From an optimization exercise on the open Yosys and OpenROAD flow, aimed at small area; shortcuts taken in it are not production practice. Only simulation tests tie the RTL to the original design; equivalence was not proved.

## flow/design.v (module list and top-level ports; edited modules follow where they fit)
// module cnn_reg_bank: 87 lines
// module frame_sequencer: 40 lines
// module window_fetch: 120 lines
// module mac_array: 4640 lines
// module post_proc: 37 lines
// module cnn_accel_top: 82 lines
module cnn_accel_top (
	input  wire                clk,
	input  wire                rstn,
	input  wire                sl_hsel_i,
	input  wire                sl_hready_i,
	input  wire         [1:0]  sl_htrans_i,
	input  wire                sl_hwrite_i,
	input  wire         [31:0] sl_haddr_i,
	input  wire         [31:0] sl_hwdata_i,
	output logic        [31:0] sl_hrdata_o,
	output cnn_pkg::pix_t      out_pixel_o,
	output logic               out_valid_o
);
  // ...
==> flow/run.sh <==
#!/bin/bash
# synth_recipe.tcl (not shown) runs the flow's synth.tcl, then flattens the netlist and writes it again
# the make line also repeats each setting of config.mk as NAME=value (left out here)
make -C /OpenROAD-flow-scripts/flow DESIGN_CONFIG=/design/flow/config.mk WORK_HOME=/design/flow/orfs CLKGATE_MAP_FILE= SYNTH_SCRIPT=/design/flow/synth_recipe.tcl finish
==> flow/config.mk <==
export PLATFORM = sky130hd
export DESIGN_NAME = cnn_accel_top
export DESIGN_NICKNAME = cnn_accel_top
export VERILOG_FILES = /design/flow/design.v
export SDC_FILE = /design/flow/constraint.sdc
export NUM_CORES = 8
export LEC_CHECK = 0
export CAP_MARGIN = 20
export CORE_MARGIN = 2
export CORE_UTILIZATION = 70
export CTS_BUF_LIST = sky130_fd_sc_hd__clkbuf_8
export SLEW_MARGIN = 20
==> flow/constraint.sdc <==
create_clock -name core_clock -period 10.0 [get_ports {clk}]
set_input_delay 2.0000 -clock core_clock [delete_from_list [all_inputs] [get_ports {clk}]]
set_output_delay 2.0000 -clock core_clock [all_outputs]
set_load 0.01 [all_outputs]
==> results by group, run 1 <==
Status
  • Status: finished clean

STA
  • Setup TNS: 0 ns
  • Clk_skew: 0.0995 ns

Logic synthesis
  • Post-synth top area share: 0.555
  • Ys Warns: 11
  • Register bit total from synthesis: 2491

Cells and area
  • Nets: 7145
  • Finished Cell Area: 0.122 mm2
  • Non-clock buffers: 197
  • Top class by area: registers
  • Multi-input gate area: 0.0385 mm2

Drt
  • DRT Pass-1 Iters: 8
  • Met2 WL: between 100000 and 150000 um

Flow run
  • Max Cap Violations: 0

Worst setup path
  • Top delay family on crit path: adder cells
  • Critical Path Source Type: register
  • Maximum fanout along the worst path: 51

Worst hold path
  • Hold Path Sink: u_win.lm[7][0]

Place
  • Place WS: approximately 1.4 ns

Global route
  • Met2 usage: 0.609
  • First-pass GRT wire length: 445000 um

Clocking
  • Hold buffer count at CTS: 0
  • CTS tree: yes

Floorplanning
  • Tap cells: 2072
==> module window_fetch, before the edit <==
module window_fetch (
	input  wire                clk,
	input  wire                img_we_i,
	input  wire                xfer_i,
	input  wire [31:0]         haddr_i,
	input  wire cnn_pkg::pix_t img_data_i,
	input  wire cnn_pkg::dim_t width_i,
	input  wire cnn_pkg::dim_t height_i,
	input  wire [4:0]          v_i,
	output logic [cnn_pkg::N_TAPS-1:0][cnn_pkg::PIX_BITS-1:0] taps_o
);
	cnn_pkg::pix_t img_mem [cnn_pkg::FRAME_MAX];
	logic       rd_load;
	logic       rd_run;
	cnn_pkg::idx_t addr_q;
	logic [3:0] b_idx;
	logic       sel_b_q;
	cnn_pkg::pix_t a_rd;
	cnn_pkg::pix_t b_rd;
	cnn_pkg::pix_t m_in;
	logic [3:0] wm1;
	cnn_pkg::pix_t wt [3];
	cnn_pkg::pix_t wm [3];
	cnn_pkg::pix_t wb [3];
	cnn_pkg::pix_t lb [3:15];
	cnn_pkg::pix_t lm [3:15];
	cnn_pkg::pix_t tap_b [16];
	cnn_pkg::pix_t tap_m [16];
	logic [3:0] row_q;
	logic [3:0] col_q;
	logic       first_row;
	logic       last_row;
	logic       first_col;
	logic       last_col;
	assign rd_load = v_i[0] && !v_i[1];
	assign rd_run  = v_i[1] || v_i[2];
	assign wm1     = 4'(width_i - 5'd1);
	always_ff @(posedge clk) begin
		if (rd_load) begin
			addr_q <= cnn_pkg::idx_t'(width_i);
		end else if (rd_run) begin
			addr_q <= addr_q + 8'd1;
		end else if (xfer_i) begin
			addr_q <= haddr_i[6 +: cnn_pkg::IDX_BITS];
		end
	end
	always_ff @(posedge clk) begin
		if (img_we_i) begin
			img_mem[addr_q] <= img_data_i;
		end
	end
	assign b_idx = addr_q[3:0] - width_i[3:0];
	always_ff @(posedge clk) begin
		if (rd_load) begin
			sel_b_q <= 1'b1;
		end else if (b_idx == wm1) begin
			sel_b_q <= 1'b0;
		end
	end
	assign a_rd = img_mem[addr_q];
	assign b_rd = img_mem[{4'd0, b_idx}];
	always_comb begin
		tap_b[0] = wb[2];
		tap_b[1] = wb[1];
		tap_b[2] = wb[0];
		tap_m[0] = wm[2];
		tap_m[1] = wm[1];
		tap_m[2] = wm[0];
		for (int d = 3; d < 16; d++) begin
			tap_b[d] = lb[d];
			tap_m[d] = lm[d];
		end
	end
	assign m_in = sel_b_q ? b_rd : tap_b[wm1];
	always_ff @(posedge clk) begin
		wb[2] <= a_rd;
		wb[1] <= wb[2];
		wb[0] <= wb[1];
		wm[2] <= m_in;
		wm[1] <= wm[2];
		wm[0] <= wm[1];
		wt[2] <= tap_m[wm1];
		wt[1] <= wt[2];
		wt[0] <= wt[1];
		lb[3] <= wb[0];
		lm[3] <= wm[0];
		for (int d = 4; d < 16; d++) begin
			lb[d] <= lb[d-1];
			lm[d] <= lm[d-1];
		end
	end
	logic at_eol;
	assign at_eol = (col_q == wm1);
	always_ff @(posedge clk) begin
		if (!v_i[2]) begin
			row_q <= '0;
			col_q <= '0;
		end else if (at_eol) begin
			col_q <= '0;
			row_q <= row_q + 4'd1;
		end else begin
			col_q <= col_q + 4'd1;
		end
		first_row <= (row_q == 4'd0);
		last_row  <= (row_q == 4'(height_i - 5'd1));
		first_col <= (col_q == 4'd0);
		last_col  <= at_eol;
	end
	always_comb begin
		taps_o[0] = (first_row || first_col) ? '0 : wt[0];
		taps_o[1] = first_row                ? '0 : wt[1];
		taps_o[2] = (first_row || last_col)  ? '0 : wt[2];
		taps_o[3] = first_col                ? '0 : wm[0];
		taps_o[4] = wm[1];
		taps_o[5] = last_col                 ? '0 : wm[2];
		taps_o[6] = (last_row || first_col)  ? '0 : wb[0];
		taps_o[7] = last_row                 ? '0 : wb[1];
		taps_o[8] = (last_row || last_col)   ? '0 : wb[2];
	end
endmodule
==> run 2: changes to the inputs <==
--- a/flow/design.v
+++ b/flow/design.v
@@ -229,7 +229,25 @@
 			sel_b_q <= 1'b0;
 		end
 	end
-	assign a_rd = img_mem[addr_q];
+	logic [15:0] sel_lo;
+	logic [15:0] sel_hi;
+	cnn_pkg::pix_t grp_rd [16];
+	always_comb begin
+		for (int k = 0; k < 16; k++) begin
+			sel_lo[k] = (addr_q[3:0] == 4'(k));
+			sel_hi[k] = (addr_q[7:4] == 4'(k));
+		end
+		for (int g = 0; g < 16; g++) begin
+			grp_rd[g] = '0;
+			for (int k = 0; k < 16; k++) begin
+				grp_rd[g] = grp_rd[g] | (img_mem[16*g + k] & {8{sel_lo[k]}});
+			end
+		end
+		a_rd = '0;
+		for (int g = 0; g < 16; g++) begin
+			a_rd = a_rd | (grp_rd[g] & {8{sel_hi[g]}});
+		end
+	end
 	assign b_rd = img_mem[{4'd0, b_idx}];
 	always_comb begin
 		tap_b[0] = wb[2];
==> flow/flow/run.sh (new file) <==
#!/bin/bash
# Own layout flow: the standard ORFS flow (same config, same make targets), with
# two changes:
#  - the final ABC technology mapping in synthesis uses an area-oriented script
#    (flow/abc_area.script). Flip-flops are mapped by dfflibmap before ABC runs, so the
#    registers (names, count, cell types) are those of the standard synthesis.
#  - extra ORFS variables from flow/knobs.mk, if present, are passed to make.
# Each tool's output goes to a log file in this folder; ORFS keeps its per-step logs
# under orfs/logs.
set -euo pipefail
W=$(pwd)
F=$W/flow
RES=$W/orfs/results/${FLOW_PLATFORM:-sky130hd}/cnn_accel_top/base

# the synthesis script: synth_recipe.tcl with the abc command redirected
{
  head -n 1 synth_recipe.tcl
  cat "$F/abc_override.tcl"
  tail -n +2 synth_recipe.tcl
} > "$W/own_synth.tcl"
export OWN_ABC_SCRIPT="$F/abc_area.script"

KNOBS=()
if [[ -f "$F/knobs.txt" ]]; then
  while IFS= read -r line; do
    [[ -z "$line" || "$line" == \#* ]] && continue
    KNOBS+=("$line")
  done < "$F/knobs.txt"
fi

make -C "$FLOW_HOME" DESIGN_CONFIG="$W/config.mk" WORK_HOME="$W/orfs" CLKGATE_MAP_FILE= \
  SYNTH_SCRIPT="$W/own_synth.tcl" "${KNOBS[@]}" finish > "$W/make_finish.log" 2>&1

: # left out here: write the final layout as DEF
==> flow/flow/abc_area.script (new file) <==
&get -n
&st
&dch
&nf -R 1000
&put
topo
stime -c
==> flow/flow/abc_override.tcl (new file) <==
# Route the final abc call to the area-oriented script; every other argument
# (liberty, dont_use list, constraints, delay target) is kept.
proc abc {args} {
  set i [lsearch -exact $args -script]
  if { $i >= 0 } { set args [lreplace $args $i [expr {$i + 1}]] }
  yosys abc -script $::env(OWN_ABC_SCRIPT) {*}$args
}
==> flow/flow/knobs.txt (new file) <==
# extra ORFS make variables, one per line
CTS_ARGS=-sink_clustering_enable -repair_clock_nets -dont_use_dummy_load -buf_list sky130_fd_sc_hd__clkbuf_8
==> flow/standard.sh (new file) <==
#!/bin/bash
# synth_recipe.tcl (not shown) runs the flow's synth.tcl, then flattens the netlist and writes it again
# the make line also repeats each setting of config.mk as NAME=value (left out here)
make -C /OpenROAD-flow-scripts/flow DESIGN_CONFIG=/design/flow/config.mk WORK_HOME=/design/flow/orfs CLKGATE_MAP_FILE= SYNTH_SCRIPT=/design/flow/synth_recipe.tcl "${@:-finish}"
removed: flow/run.sh
==> run 2 against run 1 <==
Against the previous run:
- global-route usage increased by 1.6 points
- setup slack got worse by 0.095 ns
- largest cell class unchanged
- utilization increased by 0.31 points
- non-clock buffer count increased by 14
- worst hold slack improved by 0.0072 ns
==> results by group, run 2 <==
Place
  • Placed Area: 0.109 mm2
  • PortBufs: 90
  • HPWL after detailed placement: 198000 um
  • RePlAce Congestion: 1.01
  • Place WS: 1.28 ns (-0.129 ns)

Clocking
  • CTS max path bufs: 4
  • Clk root buf: clkbuf_8
  • Hold buffer count at CTS: 0 (unchanged)
  • CTS tree: yes
  • Clk sink count: 2491
  • Post-CTS setup buffers: 0
  • CTS H-tree lvls: 5
  • Post-CTS resize count: 0
  • CTS buffer count: 390
  • Clk latency of the worst-skew pair: approximately 1.1 ns
  • Clk slew on worst S/H paths: 0.06 ns

Floorplanning
  • Die ar.: 0.152 mm2
  • FP Rows: 141
  • Starting density of the core: 0.705
  • Core area: 0.148 mm2
  • Vert. Die Dim: 390 um
  • Ports: between 100 and 150
  • Die width: ~390 um

Global route
  • First-pass GRT wire length: 443000 um (-0.57%)
  • Initial antenna violation count: 19
  • Grt ovf: 0
  • GRT Total Usage: 0.410
  • Number of global-route vias before repair: 64900
  • Pin count of the biggest net entering global routing: 140

Logic synthesis
  • Post-synth top area share: 0.593 (+0.0379)
  • Yosys cell types: 51
  • Synth Flop Type: edfxtp_1
  • Avg Cell Area, Syn: between 15 and 20 um2
  • Post-synth EDFFs: about 2000
  • Post-synthesis sequential area ratio: 0.681
  • FFs w/ async S/R, synth: 0.0442
  • Post-synthesis net count: 7044
  • Yosys top cell by area: edfxtp_1
  • Synth Cell Area: about 0.10 mm2
  • Most frequent cells after synthesis: 2057 x edfxtp_1, 557 x fa_1, 389 x nand2_1
  • Register bit total from synthesis: 2491 (unchanged)
  • Most common cell in the netlist: edfxtp_1
  • Mapped Cells: 6352
  • Largest cells by area after synthesis: edfxtp_1 59%, fa_1 11%, dfxtp_1 6.2%, a222oi_1 3.3%, dfrtp_1 2.6%
  • Ys Warns: 12 (+1)

STA
  • Worst hold margin: 0.328 ns
  • Slew margin rel.: 0.186
  • Final Hold Fails: 0
  • Unrepaired setup endpoints after global routing: false
  • Setup TNS: 0 ns (unchanged)
  • Worst Tran Pin Value: 1.22 ns
  • Worst Setup Slack, final: between 1 and 1.5 ns
  • Clk_skew: 0.124 ns (+0.0245 ns)
  • Final period util: 0.894
  • Max-slew violation count: 0
  • Minimum clock period: ~8.9 ns
  • Max Fclk: 112 MHz
  • Final setup viols: 0

Drt
  • DRT Pass-1 Iters: 13 (+5)
  • ANT nets after route: 0
  • Iter 0 DRT Violations: 11000
  • Routed vias: approximately 66000
  • Post-route DRC: 0
  • Via-to-Cell Ratio: around 7.4
  • Final wirelength: about 310000 um
  • Wirelength per Cell: 34.6 um

Cells and area
  • Most common cell after layout, fill and taps aside: edfxtp_1
  • Synthesis-to-layout area growth: 9.44%
  • Biggest register: u_win.img_mem
  • Finished Cell Area: 0.114 mm2 (-6.2%)
  • Max FFs per register: 2048
  • Nets: 7647 (+7.0%)
  • Most frequent cells in the layout: 2057 x edfxtp_1, 557 x fa_1, 396 x clkbuf_8
  • Largest regs: u_win.img_mem (2048), u_win.lb (104), u_win.lm (104)
  • Ratio of cells with drive above 1 in the final layout: 0.0844

Worst hold path
  • Hold Crit Class: reg -> reg
  • Hold path start: u_win.lb[4][7]

Worst setup path
  • Maximum fanout along the worst path: 28 (-45%)
  • Worst Setup SP: u_win.first_row
  • CP required: 10.87 ns
  • Worst EP arrival: around 9.8 ns
  • Worst setup EP type: register
  • Worst R2R Start: u_win.first_row
  • Kind of critical path: reg -> reg
  • Critical Path Source Type: register

Status
  • Status: finished clean

Flow run
  • Max Cap Violations: 0 (unchanged)
[run 2: cell count changes after synthesis, sizes merged, moves of 136 or more]
cell    previous run  this run
clkinv             0       140
nand2            178       389
a22oi            101       303
a222oi            17       346
buf              136         0
clkbuf           184         0
mux4             598        32
inv              137         0
[run 2: worst paths after layout]
kind / end / slack (ns) / cells after the start
worst min register to register: u_win.lb[5][7] / 0.33 / 0
max in group asynchronous: u_reg_bank.weights_o[36] / 7.48 / 2
worst min-delay path: u_win.lb[5][7] / 0.33 / 0
worst max register to register: u_post.acc_q[16] / 1.06 / 20
worst max-delay path: u_post.acc_q[16] / 1.06 / 20
min in group asynchronous: u_reg_bank.bias_o[5] / 1.05 / 1
[run 2: critical path, stage by stage, from the launching register on]
cell      delay, ns
dfxtp_1        0.56
nor2_2         0.92
buf_4          0.31
buf_4          0.25
and3_1         0.20
fa_1           0.45
fa_1           0.61
fa_1           0.54
fa_1           0.53
fa_1           0.52
fa_1           0.46
fa_1           0.53
fa_1           0.52
fa_1           0.55
ha_1           0.38
nand2_1        0.07
o21ai_0        0.31
a31oi_1        0.18
o21ai_0        0.47
a21boi_0       0.22
xnor2_1        0.16
[run 2: cell type report]
| class | instances | area [um2] |
|---|---|---|
| flip-flops and latches | 2491 | 71000 |
| fillers | 8541 | 33800 |
| multi-input cells | 3721 | 32800 |
| clock buffers | 390 | 5370 |
| well taps | 1930 | 2410 |
| repair buffers | 211 | 1900 |
| inverters | 140 | 526 |
| diodes | 13 | 32.5 |
[run 2: metal layers]
layer  part of all wire  GRT usage
met4              0.077      0.266
met2               0.47      0.630
met5            0.00018          0
met1               0.34      0.539
met3               0.12     0.0887
[run 2: kinds of logic (layout without fill, tap and decap cells)]
| logic type | Yosys count | count (layout) | share of synthesized area |
|---|---|---|---|
| DFF | 2491 | 2491 | 0.681 |
| and+or+nand+nor | 1687 | 1687 | 0.0812 |
| AOI/OAI and AO/OA | 1218 | 1218 | 0.0948 |
| adders and majority gates | 621 | 621 | 0.115 |
| muxes | 140 | 140 | 0.0184 |
| buffers and inverters | 140 | 741 | 0.00504 |
| xor gates and xnor gates | 55 | 55 | 0.00462 |
| other | 0 | 13 | 0 |
[run 2: per-stage QoR]
stage,cells,util
floorplan,6352,-
global placement,8490,0.735
detailed placement,8491,0.735
CTS,8881,0.771
global route,8885,0.771
finish,8896,0.772

[re-timing with driven ports]
No port has a modelled driver above. Below, the same layouts with a new extraction and two added sets of constraints.
Step 1 (the two cells are an assumption about what drives the block):
set clk [get_ports {clk}]
set_driving_cell -lib_cell sky130_fd_sc_hd__clkbuf_16 $clk
set_driving_cell -lib_cell sky130_fd_sc_hd__buf_2 [delete_from_list [all_inputs] $clk]
Step 2 also shifts input and output timing later by t, the mid clock arrival at the registers, as if the neighbouring blocks saw the same clock.
a / b / c = ideal ports / drivers / drivers and shift; a / b = the first two.
| run | t, ns | setup WS [ns] | slew at the worst register clock pin (ns) | worst slew at a driven data input, ns | cell pins on the clock port's net |
|---|---|---|---|---|---|
| run 1 | 1.123 | 1.158 / 1.158 / 1.158 | 0.09 / 0.09 | 0.05 | 1 |
| run 2 | 1.123 | 1.063 / 1.063 / 1.063 | 0.07 / 0.07 | 0.07 | 1 |
After both steps every run listed still meets setup and hold.
